This design comes from an exercise in tuning for small area and a short achievable clock period on the open sky130 flow, not from production work.
Function was checked by simulation only, so behaviour that the tests miss may differ from the original.
Power and IR drop assume default switching activity.

Design dla_core, start of the top module:
module dla_core #(
    parameter int SIZE     = 8,
    parameter int DATA_WID = 16,
    parameter int ACC_WID  = 40
) (
    input  logic                          clock,
    input  logic                          rst,
    input  logic                          tile_start,
    input  logic [DIM_WID-1:0]            tile_length,
    input  logic [DIM_WID-1:0]            tile_height,
    input  logic [DEPTH_WID-1:0]          valid_num,
    input  logic [SHIFT_WID-1:0]          qtf_shift,
    input  logic [SIZE*DATA_WID-1:0]      bias,
    output logic                          busy,
    input  logic                          beat_valid,
    input  logic signed [DATA_WID-1:0]    ifm_pixel,
    input  logic [SIZE*DATA_WID-1:0]      wgt_vec,
    input  logic [ADDR_WID-1:0]           of_base_addr,
    input  logic [ADDR_WID-1:0]           of_page_length,
    output logic                          of_wr_en,
    output logic [ADDR_WID-1:0]           of_wr_addr,
    output logic [SIZE*DATA_WID-1:0]      of_wr_data,
    output logic                          tile_done
);
    logic                    v1, f1, l1, e1, t1;
    logic [7:0]              neg1, one1, two1;
    logic                    nf1;
    logic [7:0]              nneg1, none1, ntwo1;
    logic [127:0]            w1;
    logic [SHIFT_WID-1:0]    sh1, sh2, sh3;
    logic                    e2, t2, e3, t3, e4, t4;
    logic                    pv3, pv4;
    logic [7:0][SUM_WID-1:0] acc;
    logic [7:0][15:0]        sv4;
    logic [7:0]              ovf4, sgn4;
    logic [SUM_WID-17:0]     keep3;
    tile_sequencer u_tile_sequencer (
        .clock       (clock),
        .rst         (rst),
        .tile_start  (tile_start),
        .tile_length (tile_length),
        .tile_height (tile_height),
        .valid_num   (valid_num),
        .qtf_shift   (qtf_shift),
        .beat_valid  (beat_valid),
        .ifm_pixel   (ifm_pixel),
        .wgt_vec     (wgt_vec),
        .busy        (busy),
        .v1          (v1),
        .f1          (f1),
        .l1          (l1),
        .e1          (e1),
        .t1          (t1),
        .neg1        (neg1),
        .one1        (one1),
        .two1        (two1),
        .nf1         (nf1),
        .nneg1       (nneg1),
        .none1       (none1),
        .ntwo1       (ntwo1),
  ...
Size: about 10,000 cells after synthesis, ~0.10 mm^2 of cells after synthesis.
Settings: LEC_CHECK=0, CAP_MARGIN=20, CORE_MARGIN=2, CORE_UTILIZATION=45, CTS_BUF_LIST=sky130_fd_sc_hd__clkbuf_8, SETUP_SLACK_MARGIN=5, SLEW_MARGIN=20, TNS_END_PERCENT=3; clock period 9.0 ns.
standard.sh (not shown) runs the stock make flow with config.mk's settings and CLKGATE_MAP_FILE= SYNTH_SCRIPT=/design/flow/synth_recipe.tcl, a recipe that flattens the netlist after the stock synthesis.
==> flow/flow/run.sh <==
#!/bin/bash
# Own layout flow:
#  1. the standard synthesis, unchanged;
#  2. flow/invpush.py rewrites its netlist: a full adder is self-dual, so
#     inverters on two or three of an adder's inputs are moved to its outputs,
#     where most cancel against the inverters that follow, and an inverter
#     that alone loads a gate is merged into it (nand2 + inv -> and2, ...);
#     no register is touched;
#  3. the standard ORFS steps from floorplan to finish, with the resizer
#     allowed to change a cell's footprint so repair can upsize gates, a
#     setup repair margin of 5.5 ns, and
#     every port buffered with a plain buffer (buf_2) rather than the delay
#     cell buffer_ports picks by default.
# Each step's full output goes to a log file in this folder; ORFS's own
# per-step logs stay under orfs/logs.
set -euo pipefail
bash standard.sh synth > synth.log 2>&1
EXTRA="MATCH_CELL_FOOTPRINT=0 SETUP_SLACK_MARGIN=5.5 'BUFFER_PORTS_ARGS=-buffer_cell sky130_fd_sc_hd__buf_2'"
R=orfs/results/${FLOW_PLATFORM:-sky130hd}/dla_core/base
cp $R/1_2_yosys.v synth_netlist.v
python3 flow/invpush.py synth_netlist.v $R/1_2_yosys.v > invpush.log 2>&1
rm -f $R/1_synth.odb $R/1_synth.sdc
sed 's/ "${@:-finish}"/ '"$EXTRA"' "${@:-finish}"/' standard.sh > layout.sh
bash layout.sh finish > layout.log 2>&1
Other scripts of this flow, unchanged in this note and not shown: flow/flow/invpush.py
The starting point finished with timing, DRC and antenna clean.
Change:
Settings changed: CTS_CLUSTER_DIAMETER set to 60, CTS_CLUSTER_SIZE set to 16.
Register-to-register slack gets worse by 130 ps.
Die area stays the same.
Non-clock buffer count increases by 16.
Synthesized area stays the same.
Count of clock-buffer cells in the layout went down by 146.
Sequential power is about the same.
Power shrinks by 4.0%.
Cell area falls by 1.7%.
Clock skew goes down by 30 ps.
Cell count goes down by 1.1%.
Via count drops by 0.46%.

re-timing with driven ports:
No port has a modelled driver above. Below, the same layouts with a new extraction and two added sets of constraints.
Step 1: set_driving_cell puts a clkbuf_16 on clock and a buf_2 on each other input, an assumption about the parent block.
Step 2, shift: input delay + t, output delay - t, t = (earliest + latest rising clock arrival at the registers) / 2. This alone moves slack from input paths to output paths.
Three values: no drivers, after step 1, after step 2; two values: the first two.
| run | t, ns | slack for setup (ns) | worst setup path at the end | clock arrival spread, ns | pins driven straight from the clock port |
|---|---|---|---|---|---|
| the first run | 1.135 | 5.230 / 5.230 / 4.654 | input to register | 0.096 / 0.096 | 1 |
| the second run | 1.066 | 5.102 / 5.102 / 4.661 | input to register | 0.071 / 0.071 | 1 |
After both steps every run listed still meets setup and hold. For the first run, which loses most, drivers alone change the setup slack by 0.000 ns; drivers and shift together by -0.576 ns.
